Context: an optimization exercise on an open-source flow, tuned for a short achievable clock period and few clock cycles. The choices shown serve that exercise and are no tape-out recipe. The RTL was checked by simulation tests, not by an equivalence proof against the original design. Power figures rest on the tool's default switching activity, not on a simulated workload.

File: design/flow/config.mk
export PLATFORM = sky130hd
export DESIGN_NAME = rv_core_top
export DESIGN_NICKNAME = rv_core_top
export VERILOG_FILES = /design/flow/design.v
export SDC_FILE = /design/flow/constraint.sdc
export NUM_CORES = 4
export LEC_CHECK = 0
export CAP_MARGIN = 20
export CORE_MARGIN = 2
export CORE_UTILIZATION = 40
export SLEW_MARGIN = 20
File: design/flow/constraint.sdc
create_clock -name core_clock -period 11.0 [get_ports {CLK}]
set_input_delay 2.2000 -clock core_clock [delete_from_list [all_inputs] [get_ports {CLK}]]
set_output_delay 2.2000 -clock core_clock [all_outputs]
set_load 0.01 [all_outputs]
File: design/flow/design.v
typedef logic [31:0] word_t;
typedef logic [4:0]  reg_addr_t;
typedef logic [6:0]  opcode_t;
localparam int NUM_REGS   = 32;
localparam int INSN_BYTES = 4;
localparam opcode_t OPC_LUI    = 7'b0110111;
localparam opcode_t OPC_JAL    = 7'b1101111;
localparam opcode_t OPC_JALR   = 7'b1100111;
localparam opcode_t OPC_BRANCH = 7'b1100011;
localparam opcode_t OPC_LOAD   = 7'b0000011;
localparam opcode_t OPC_STORE  = 7'b0100011;
localparam opcode_t OPC_OP_IMM = 7'b0010011;
localparam opcode_t OPC_OP     = 7'b0110011;
typedef logic [3:0] alu_op_e;
localparam alu_op_e ALU_ADD  = 4'd0;
localparam alu_op_e ALU_SUB  = 4'd1;
localparam alu_op_e ALU_AND  = 4'd2;
localparam alu_op_e ALU_OR   = 4'd3;
localparam alu_op_e ALU_XOR  = 4'd4;
localparam alu_op_e ALU_SLL  = 4'd5;
localparam alu_op_e ALU_SRL  = 4'd6;
localparam alu_op_e ALU_SRA  = 4'd7;
localparam alu_op_e ALU_SLT  = 4'd8;
localparam alu_op_e ALU_SLTU = 4'd9;
localparam alu_op_e ALU_EQ   = 4'd10;
localparam alu_op_e ALU_NE   = 4'd11;
localparam alu_op_e ALU_LT   = 4'd12;
localparam alu_op_e ALU_GE   = 4'd13;
localparam alu_op_e ALU_LTU  = 4'd14;
localparam alu_op_e ALU_GEU  = 4'd15;
typedef logic [1:0] wb_sel_e;
localparam wb_sel_e WB_ALU = 2'd0;
localparam wb_sel_e WB_IMM = 2'd1;
localparam wb_sel_e WB_MEM = 2'd2;
localparam wb_sel_e WB_PC4 = 2'd3;
typedef logic [2:0] core_state_e;
localparam core_state_e ST_IDLE      = 3'd0;
localparam core_state_e ST_FETCH     = 3'd1;
localparam core_state_e ST_DECODE    = 3'd2;
localparam core_state_e ST_EXECUTE   = 3'd3;
localparam core_state_e ST_MEMORY    = 3'd4;
localparam core_state_e ST_WRITEBACK = 3'd5;
`timescale 1ns/1ps
module rv_core_top (
  input  logic  CLK,
  input  logic  RST_N,
  input  word_t i_imem_data,
  input  word_t i_mem_data,
  output word_t o_imem_addr,
  output word_t o_mem_addr,
  output word_t o_mem_data,
  output logic  o_mem_we
);
  logic rst_q;
  always_ff @(posedge CLK) rst_q <= RST_N;
  logic rst;
  assign rst = !rst_q;
  logic        e_redirect;
  word_t       e_target;
  logic        d_redirect;
  word_t       d_target;
  logic        consume;
  localparam int BTB_N = 32;
  word_t       pcF;
  logic [BTB_N-1:0]       btb_v;
  logic [BTB_N-1:0][6:0]  btb_tag;
  logic [BTB_N-1:0][11:0] btb_tgt;
  logic [4:0]  f_idx;
  logic        f_hit;
  word_t       f_pred;
  assign f_idx  = pcF[6:2];
  assign f_hit  = btb_v[f_idx] && (btb_tag[f_idx] == pcF[13:7]);
  assign f_pred = f_hit ? {pcF[31:14], btb_tgt[f_idx], 2'b00} : pcF + 32'd4;
  assign o_imem_addr = {2'b00, pcF[31:2]};
  logic  vI, hI;
  word_t pcI, npcI;
  logic  [1:0]       q_v;
  logic  [1:0][31:0] q_ins;
  logic  [1:0][31:0] q_pc;
  logic  [1:0][31:0] q_npc;
  logic  [1:0]       q_hit;
  logic [1:0] n_next;
  logic       issue;
  assign n_next = {1'b0, q_v[0]} + {1'b0, q_v[1]} - {1'b0, consume} + {1'b0, vI};
  assign issue  = (n_next <= 2'd1);
  always_ff @(posedge CLK) begin
    if (rst) begin
      pcF <= '0;
      vI  <= 1'b0;
    end else begin
      if (e_redirect)      pcF <= e_target;
      else if (d_redirect) pcF <= d_target;
      else if (issue)      pcF <= f_pred;
      vI <= issue && !e_redirect && !d_redirect;
    end
    pcI  <= pcF;
    npcI <= f_pred;
    hI   <= f_hit;
  end
  always_ff @(posedge CLK) begin
    if (rst || e_redirect || d_redirect) begin
      q_v[0] <= 1'b0;
      q_v[1] <= 1'b0;
    end else if (consume) begin
      if (q_v[1]) begin
        q_v[0]   <= 1'b1;
        q_ins[0] <= q_ins[1];
        q_pc[0]  <= q_pc[1];
        q_npc[0] <= q_npc[1];
        q_hit[0] <= q_hit[1];
        q_v[1]   <= vI;
        q_ins[1] <= i_imem_data;
        q_pc[1]  <= pcI;
        q_npc[1] <= npcI;
        q_hit[1] <= hI;
      end else begin
        q_v[0]   <= vI;
        q_ins[0] <= i_imem_data;
        q_pc[0]  <= pcI;
        q_npc[0] <= npcI;
        q_hit[0] <= hI;
        q_v[1]   <= 1'b0;
      end
    end else begin
      if (!q_v[0]) begin
        q_v[0]   <= vI;
        q_ins[0] <= i_imem_data;
        q_pc[0]  <= pcI;
        q_npc[0] <= npcI;
        q_hit[0] <= hI;
      end else if (!q_v[1]) begin
        q_v[1]   <= vI;
        q_ins[1] <= i_imem_data;
        q_pc[1]  <= pcI;
        q_npc[1] <= npcI;
        q_hit[1] <= hI;
      end
    end
  end
  word_t d_ins, d_pc, d_npc;
  logic  d_v, d_hit;
  assign d_v   = q_v[0];
  assign d_ins = q_ins[0];
  assign d_pc  = q_pc[0];
  assign d_npc = q_npc[0];
  assign d_hit = q_hit[0];
  opcode_t   d_opc;
  logic [2:0] d_f3;
  reg_addr_t d_rs1, d_rs2, d_rd;
  assign d_opc = d_ins[6:0];
  assign d_f3  = d_ins[14:12];
  assign d_rs1 = d_ins[19:15];
  assign d_rs2 = d_ins[24:20];
  assign d_rd  = d_ins[11:7];
  logic d_lui, d_jal, d_jalr, d_br, d_ld, d_st, d_opi, d_op;
  assign d_lui  = (d_opc == OPC_LUI);
  assign d_jal  = (d_opc == OPC_JAL);
  assign d_jalr = (d_opc == OPC_JALR);
  assign d_br   = (d_opc == OPC_BRANCH);
  assign d_ld   = (d_opc == OPC_LOAD);
  assign d_st   = (d_opc == OPC_STORE);
  assign d_opi  = (d_opc == OPC_OP_IMM);
  assign d_op   = (d_opc == OPC_OP);
  word_t imm_i, imm_s, imm_b, imm_u, imm_j;
  assign imm_i = {{20{d_ins[31]}}, d_ins[31:20]};
  assign imm_s = {{20{d_ins[31]}}, d_ins[31:25], d_ins[11:7]};
  assign imm_b = {{19{d_ins[31]}}, d_ins[31], d_ins[7], d_ins[30:25], d_ins[11:8], 1'b0};
  assign imm_u = {d_ins[31:12], 12'b0};
  assign imm_j = {{11{d_ins[31]}}, d_ins[31], d_ins[19:12], d_ins[20], d_ins[30:21], 1'b0};
  logic d_use1, d_use2, d_we;
  assign d_use1 = d_jalr | d_br | d_ld | d_st | d_opi | d_op;
  assign d_use2 = d_br | d_st | d_op;
  assign d_we   = (d_lui | d_jal | d_jalr | d_ld | d_opi | d_op) && (d_rd != 5'd0);
  logic      e_v, e_we, e_ld;
  reg_addr_t e_rd;
  logic      m_v, m_we, m_ld;
  reg_addr_t m_rd;
  word_t     m_res;
  logic      w_v, w_we, w_ld;
  reg_addr_t w_rd;
  word_t     w_res;
  word_t     w_data;
  assign w_data = w_ld ? i_mem_data : w_res;
  logic stall;
  always_comb begin
    stall = 1'b0;
    if (e_v && e_ld && e_we &&
        ((d_use1 && d_rs1 == e_rd) || (d_use2 && d_rs2 == e_rd))) stall = 1'b1;
    if (m_v && m_ld && m_we &&
        ((d_use1 && d_rs1 == m_rd) || (d_use2 && d_rs2 == m_rd))) stall = 1'b1;
  end
  assign consume = d_v && !stall && !e_redirect;
  logic [31:1][31:0] regs;
  always_ff @(posedge CLK) begin
    if (rst) begin
      regs <= '0;
    end else if (w_v && w_we) begin
      regs[w_rd] <= w_data;
    end
  end
  word_t rf1, rf2;
  always_comb begin
    rf1 = '0;
    rf2 = '0;
    for (int i = 1; i < 32; i++) begin
      if (d_rs1 == 5'(i)) rf1 = regs[i];
      if (d_rs2 == 5'(i)) rf2 = regs[i];
    end
  end
  word_t rv1, rv2;
  always_comb begin
    if (d_rs1 == 5'd0)                         rv1 = '0;
    else if (m_v && m_we && m_rd == d_rs1)     rv1 = m_res;
    else if (w_v && w_we && w_rd == d_rs1)     rv1 = w_data;
    else                                       rv1 = rf1;
    if (d_rs2 == 5'd0)                         rv2 = '0;
    else if (m_v && m_we && m_rd == d_rs2)     rv2 = m_res;
    else if (w_v && w_we && w_rd == d_rs2)     rv2 = w_data;
    else                                       rv2 = rf2;
  end
  logic d_f1, d_f2;
  assign d_f1 = e_v && e_we && (e_rd == d_rs1);
  assign d_f2 = e_v && e_we && (e_rd == d_rs2);
  word_t d_pc4, d_bt;
  assign d_pc4 = d_pc + 32'd4;
  assign d_bt  = d_pc + (d_jal ? imm_j : imm_b);
  always_comb begin
    d_redirect = 1'b0;
    d_target   = d_bt;
    if (consume) begin
      if ((d_jal || (d_br && d_ins[31])) && !d_hit) begin
        d_redirect = 1'b1;
        d_target   = d_bt;
      end else if (!d_jal && !d_br && !d_jalr && d_hit) begin
        d_redirect = 1'b1;
        d_target   = d_pc4;
      end
    end
  end
  localparam int R_ADD = 0, R_AND = 1, R_OR = 2, R_XOR = 3, R_SLL = 4, R_SR = 5,
                 R_SLT = 6, R_SLTU = 7, R_B = 8, R_LINK = 9;
  logic [9:0] d_rsel;
  logic       d_sub, d_sra;
  always_comb begin
    d_rsel = '0;
    d_sub  = 1'b0;
    d_sra  = 1'b0;
    if (d_opi || d_op) begin
      case (d_f3)
        3'b000: begin d_rsel[R_ADD] = 1'b1; d_sub = d_op && d_ins[30]; end
        3'b001: d_rsel[R_SLL]  = 1'b1;
        3'b010: d_rsel[R_SLT]  = 1'b1;
        3'b011: d_rsel[R_SLTU] = 1'b1;
        3'b100: d_rsel[R_XOR]  = 1'b1;
        3'b101: begin d_rsel[R_SR] = 1'b1; d_sra = d_ins[30]; end
        3'b110: d_rsel[R_OR]   = 1'b1;
        default: d_rsel[R_AND] = 1'b1;
      endcase
    end else if (d_lui) begin
      d_rsel[R_B] = 1'b1;
    end else if (d_jal || d_jalr) begin
      d_rsel[R_LINK] = 1'b1;
    end else begin
      d_rsel[R_ADD] = 1'b1;
    end
  end
  word_t      e_a, e_b, e_s, e_pc4, e_bt, e_npc, e_pc;
  logic       e_fa, e_fb, e_fs;
  logic [9:0] e_rsel;
  logic       e_sub, e_sra;
  logic       e_br, e_jal, e_jalr, e_st, e_hit;
  logic [2:0] e_f3;
  always_ff @(posedge CLK) begin
    if (rst) begin
      e_v <= 1'b0;
    end else begin
      e_v <= consume;
    end
    e_rd   <= d_rd;
    e_we   <= d_we;
    e_ld   <= d_ld;
    e_st   <= d_st;
    e_br   <= d_br;
    e_jal  <= d_jal;
    e_jalr <= d_jalr;
    e_f3   <= d_f3;
    e_hit  <= d_hit;
    e_rsel <= d_rsel;
    e_sub  <= d_sub;
    e_sra  <= d_sra;
    e_pc   <= d_pc;
    e_pc4  <= d_pc4;
    e_bt   <= d_bt;
    e_npc  <= d_redirect ? d_target : d_npc;
    e_a    <= rv1;
    e_fa   <= d_f1 && d_use1;
    if (d_op || d_br) begin
      e_b  <= rv2;
      e_fb <= d_f2;
    end else begin
      e_b  <= d_lui ? imm_u : (d_st ? imm_s : imm_i);
      e_fb <= 1'b0;
    end
    e_s    <= rv2;
    e_fs   <= d_f2 && d_use2;
  end
  word_t a, b, s;
  assign a = e_fa ? m_res : e_a;
  assign b = e_fb ? m_res : e_b;
  assign s = e_fs ? m_res : e_s;
  word_t sum;
  assign sum = e_sub ? (a - b) : (a + b);
  logic eq, lt, ltu;
  assign eq  = (a == b);
  assign lt  = ($signed(a) < $signed(b));
  assign ltu = (a < b);
  word_t sr;
  assign sr = word_t'($signed({e_sra & a[31], a}) >>> b[4:0]);
  word_t alu;
  always_comb begin
    alu = '0;
    if (e_rsel[R_ADD])  alu = alu | sum;
    if (e_rsel[R_AND])  alu = alu | (a & b);
    if (e_rsel[R_OR])   alu = alu | (a | b);
    if (e_rsel[R_XOR])  alu = alu | (a ^ b);
    if (e_rsel[R_SLL])  alu = alu | (a << b[4:0]);
    if (e_rsel[R_SR])   alu = alu | sr;
    if (e_rsel[R_SLT])  alu = alu | {31'b0, lt};
    if (e_rsel[R_SLTU]) alu = alu | {31'b0, ltu};
    if (e_rsel[R_B])    alu = alu | b;
    if (e_rsel[R_LINK]) alu = alu | e_pc4;
  end
  logic taken;
  always_comb begin
    case (e_f3)
      3'b001:  taken = !eq;
      3'b100:  taken = lt;
      3'b101:  taken = !lt;
      3'b110:  taken = ltu;
      3'b111:  taken = !ltu;
      default: taken = eq;
    endcase
  end
  logic npc_is_bt, npc_is_pc4;
  assign npc_is_bt  = (e_npc == e_bt);
  assign npc_is_pc4 = (e_npc == e_pc4);
  always_comb begin
    e_redirect = 1'b0;
    e_target   = e_pc4;
    if (e_v) begin
      if (e_br) begin
        e_redirect = taken ? !npc_is_bt : !npc_is_pc4;
        e_target   = taken ? e_bt : e_pc4;
      end else if (e_jal) begin
        e_redirect = !npc_is_bt;
        e_target   = e_bt;
      end else if (e_jalr) begin
        e_redirect = 1'b1;
        e_target   = {sum[31:1], 1'b0};
      end else begin
        e_redirect = !npc_is_pc4;
        e_target   = e_pc4;
      end
    end
  end
  always_ff @(posedge CLK) begin
    if (rst) begin
      btb_v <= '0;
    end else if (e_v && (e_jal || e_br)) begin
      if (e_jal || taken) begin
        btb_v[e_pc[6:2]]   <= 1'b1;
        btb_tag[e_pc[6:2]] <= e_pc[13:7];
        btb_tgt[e_pc[6:2]] <= e_bt[13:2];
      end else if (e_hit) begin
        btb_v[e_pc[6:2]]   <= 1'b0;
      end
    end
  end
  word_t mem_addr_q, mem_data_q;
  logic  mem_we_q;
  always_ff @(posedge CLK) begin
    if (!RST_N) begin
      mem_we_q <= 1'b0;
    end else begin
      mem_we_q <= e_v && e_st && !rst;
    end
    mem_addr_q <= sum;
    mem_data_q <= s;
  end
  assign o_mem_addr = mem_addr_q;
  assign o_mem_data = mem_data_q;
  assign o_mem_we   = mem_we_q;
  always_ff @(posedge CLK) begin
    if (rst) begin
      m_v <= 1'b0;
      w_v <= 1'b0;
    end else begin
      m_v <= e_v;
      w_v <= m_v;
    end
    m_rd  <= e_rd;
    m_we  <= e_we;
    m_ld  <= e_ld;
    m_res <= alu;
    w_rd  <= m_rd;
    w_we  <= m_we;
    w_ld  <= m_ld;
    w_res <= m_res;
  end
endmodule
File: design/flow/run.sh
#!/bin/bash
# synth_recipe.tcl (not shown) runs the flow's synth.tcl, then flattens the netlist and writes it again
# the make line also repeats each setting of config.mk as NAME=value (left out here)
make -C /OpenROAD-flow-scripts/flow DESIGN_CONFIG=/design/flow/config.mk WORK_HOME=/design/flow/orfs CLKGATE_MAP_FILE= SYNTH_SCRIPT=/design/flow/synth_recipe.tcl finish
==> run_results.csv <==
group,metric,value,unit
critical_path,crit_path_top_delay_cell,"nand2_1",
critical_path,r2r_setup_slack,2600,ps
synth,yosys.area.top_type_share,26.09,%
critical_path,cp_cell_sequence,"buf_4, mux2i_1, ha_1, or3_1, or4_4, nor4b_1, o221ai_1, a21oi_2, o311a_1, nand2_4, nand2b_1, ha_1, ha_1, a21oi_1, xnor2_1, nand2_1, buf_4, o21ai_0, a21oi_1, a21boi_0",
die,die_area,0.2928,mm2
clock_network,path_clk_slew,60,ps
synth,ys_ff_latch,2306,
timing,clock.fmax,0.1191,GHz
die,die_x,541.1,um
power,power.share.sequential,31.5,%
synth,synth_top_area_cell,"dfxtp_1",
grt,grt_pass1_vias,99252,
synth,synth.distinct_cells,95,
route,wl,544000,um
grt,top_usage_layer,"met2",
synth,ys_top_cells_by_area,"dfxtp_1 26%, edfxtp_1 21%, a211oi_1 6.2%",
timing,relSlewSlack,11.76,%
timing,setup_viol,0,
timing,hold_slack,362.3,ps
clock_network,cts_resized,0,
finish,drive_above_1_share,13.12,%
clock_network,clkSinkCount,2306,
die,start_util,40.12,%
critical_path,critPathBufInv,2,
synth,synth_edf_count,802,
synth,syn_area,0.1154,mm2
power,clockPowerShare,26.7,%
timing,period_share,76.35,%
synth,synth_area_per_cell,9.648,um2
flow_run,drv_cap,0,
clock_network,cts_setup_buffers,0,
hold_path,min_path_cells,0,
finish,multi_input_area,0.05754,mm2
critical_path,path_max_fanout,23,
clock_network,cts_buffer_depth,4,
grt,gr-usage-all-layers,35.56,%
route,firstDrtPassIters,9,
timing,hold_viol_final,0,
power,internal_power,19.23,mW
critical_path,startpoint_type,"register",
hold_path,min_to,"m_ld$_DFF_P_",
finish,seq_area,0.05422,mm2
grt,antenna_found_initial,43,
power,leakage,45.06,nW
timing,worst_pin_slew,1324,ps
grt,use_met2,51.00,%
timing,maxSlewViolCount,0,
grt,grt-ovfl-total,0,
grt,grt_pass1_wl,755400,um
hold_path,hold_class,"register to register",
clock_network,root_buffer,"clkbuf_16",
critical_path,end_kind,"register",
die,num_rows,197,
synth,synth_cells,11961,
power,irDropWorstVdd,0.1957,mV
hold_path,hold_start,"e_ld$_DFF_P_",
timing,skew,67.92,ps
route,route.vias.total,106637,
placement,place_congestion,1.011,
route,drt-wirelength-per-cell,34.71,um
synth,synth-main-ff-cell,"dfxtp_1",
finish,final_cell_area,0.1305,mm2
power,p_comb_share,41.8,%
finish,num-fill-cells,26968,
placement,hpwl,357400,um
critical_path,path_delay_family,"simple AND/OR/NAND/NOR gates",
clock_network,cts_buffers,267,
route,route.antenna.remaining_nets,0,
critical_path,r2r-end,"pcF[24]$_SDFFE_PN0P_",
critical_path,cp.arrival,9180,ps
clock_network,cts_htree_levels,5,
die,core-area,0.2877,mm2
synth,ys.warnings.count,1,
synth,ys_seq_area_share,46.96,%
grt,grt_max_degree,200,
synth,yosysMostFrequentCell,"nor2_1",
die,io_pins,163,
power,p_switching,15.39,mW
critical_path,r2r_start,"e_fa$_DFF_P_",
clock_network,cts_tree,"built",
critical_path,crit_path_frequent_cell,"ha_1",
placement,placed_cell_area,0.1214,mm2
clock_network,clk_latency,950,ps
finish,nets,11881,
run_status,outcome,"timing/DRC/antenna clean",
critical_path,reg2reg_depth,20,
timing,fin_crit,8399,ps
placement,portBuffers,160,
grt,use_met1,47.19,%
grt,grt_use_met3,9.800,%
route,post-route-drc-count,0,
synth,synth_common_cells,"1587 x nor2_1, 1504 x dfxtp_1, 957 x a211oi_1, 918 x clkbuf_1, 903 x nand2_1",
synth,async_flop_share,0,%
critical_path,worstPathRequired,11780,ps
power,switching_share,44.45,%
die,die_h,541.1,um
critical_path,slowest_delay,710,ps
critical_path,worstSetupPathType,"register to register",
route,drt_iter0_drc,18648,
clock_network,cts_hold_buf,0,
power,power_density,265.2,mW/mm2
route,vias_per_cell,6.804,
finish,syn_to_final_growth,13.10,%
timing,rsz0062_at_grt,"false",
[cell families after synthesis]
group,Yosys count,share of synthesized area (%)
DFF,2306,46.96
muxes,725,8.775
adders and majority gates,162,1.782
and+or+nand+nor,3324,12.38
xor gates and xnor gates,230,1.746
other,1,0.003250
AOI/OAI and AO/OA,3957,24.04
buffers and inverters,1256,4.311
[sequential cells by signal, summed over array words and instances (netlist names), 64 cells and up, named ones only]
| name | count |
|---|---|
| regs | 992 |
| btb_tgt | 384 |
| btb_tag | 224 |
| q_ins | 64 |
| q_npc | 64 |
| q_pc | 64 |
[metrics by stage]
step	utilization (%)	std cells	power, mW	setup WS, ps	TNS [ps]
after global routing	45.35	15649	35.28	2358	0
after global placement	42.19	15157	24.82	2705	0
after CTS	45.29	15637	33.99	2745	0
final	45.37	15673	34.62	2601	0
after detailed placement	42.20	15158	24.85	2791	0
after floorplan	-	11962	18.07	-7156	-4350920
[layer usage]
metal,vias to the layer above,share of wire (%)
met5,-,0.023
met4,18,7.4
met3,1950,12
met2,8026,41
met1,52096,39
li1,44547,-
[worst reg2reg max path: stages (launching register included)]
cell,delay (ps)
dfxtp_2,690
buf_4,480
mux2i_1,450
ha_1,390
or3_1,440
or4_4,480
nor4b_1,620
o221ai_1,370
a21oi_2,430
o311a_1,350
nand2_4,80
nand2b_1,500
ha_1,350
ha_1,270
a21oi_1,100
xnor2_1,650
nand2_1,710
buf_4,430
o21ai_0,220
a21oi_1,100
a21boi_0,150
[cell usage in the layout (no fill, tap or decap), drive strengths merged, types with 24 or more instances in the layout]
cell type      Yosys  final
and2              32     32
diode              0     29
xor2             121    121
clkdlybuf4s50      0    160
a211o             24     24
nor2b             59     59
nand2b            50     50
a22o             425    425
o221ai            59     59
mux2             373    373
nor2            1587   1587
o21a              26     26
dfxtp           1504   1504
a222oi            65     65
a221oi           100    100
inv              176    193
a221o             51     51
nor3             132    132
nor4              46     46
a22oi            448    448
nand3            233    233
or3               54     54
a31oi             84     84
nand2            904    904
mux2i            169    169
a211oi           958    958
buf              160    339
a21oi            563    563
o22ai            156    156
o21ai            655    655
xnor2            109    109
and3              59     59
mux4             183    183
clkinv             2     68
a21o              54     54
nand4             70     70
edfxtp           802    802
o211ai            74     74
ha               158    158
clkbuf           918    372
[layout make-up]
| class | count | share of cell area [%] |
|---|---|---|
| diodes | 29 | 0.05560 |
| clock buffers | 371 | 5.914 |
| clock inverters | 108 | 0.8944 |
| inverters | 178 | 0.5253 |
| multi-input cells | 8400 | 44.09 |
| flip-flops and latches | 2306 | 41.54 |
| well taps | 3781 | 3.625 |
| repair buffers | 500 | 3.356 |
[power groups by stage]
stage          sequential [mW]  clock [mW]  combinational [mW]
2_1_floorplan             10.5           0                7.56
3_3_place_gp              11.1           0                13.8
3_5_place_dp              11.1           0                13.8
4_1_cts                   10.9        9.26                13.8
5_1_grt                   11.0        9.58                14.7
6_report                  10.9        9.23                14.5
[worst max path at each step]
stage / startpoint / end / slack [ps] / cells after the start
floorplan: e_fb$_SDFF_PN0_ / btb_tag[0]$_DFFE_PP_ / -7160 / 15
global placement: e_fa$_DFF_P_ / pcF[24]$_SDFFE_PN0P_ / 2700 / 20
detailed placement: e_fa$_DFF_P_ / pcF[24]$_SDFFE_PN0P_ / 2790 / 20
CTS: e_fa$_DFF_P_ / pcF[24]$_SDFFE_PN0P_ / 2750 / 20
global route: e_fa$_DFF_P_ / pcF[24]$_SDFFE_PN0P_ / 2360 / 21
finish: e_fa$_DFF_P_ / pcF[24]$_SDFFE_PN0P_ / 2600 / 20
Testbench counts, summed over its fixed seeds: cycles 83,864.

-- static timing again, ports no longer ideal --
In the flow no input, the clock included, has a driving cell. The finished layout below was timed again as built, in two steps. Step 1 (the two cells are an assumption about what drives the block):
set clk [get_ports {CLK}]
set_driving_cell -lib_cell sky130_fd_sc_hd__clkbuf_16 $clk
set_driving_cell -lib_cell sky130_fd_sc_hd__buf_2 [delete_from_list [all_inputs] $clk]
Step 2 moves the port delays by t, midway between the first and last clock arrival at a register: inputs arrive t later, outputs are due t later. That takes back most of the time a late clock gives input paths. a / b / c = no drivers / after step 1 / after step 2; a / b = the first two.
t, ns: 1.028
slack for setup (ns): 2.601 / 2.601 / 2.601
worst register clock-pin slew, ns: 0.07 / 0.07
After both steps this run still meets setup and hold. For this run, drivers alone change the setup slack by 0.000 ns; drivers and shift together by 0.000 ns.
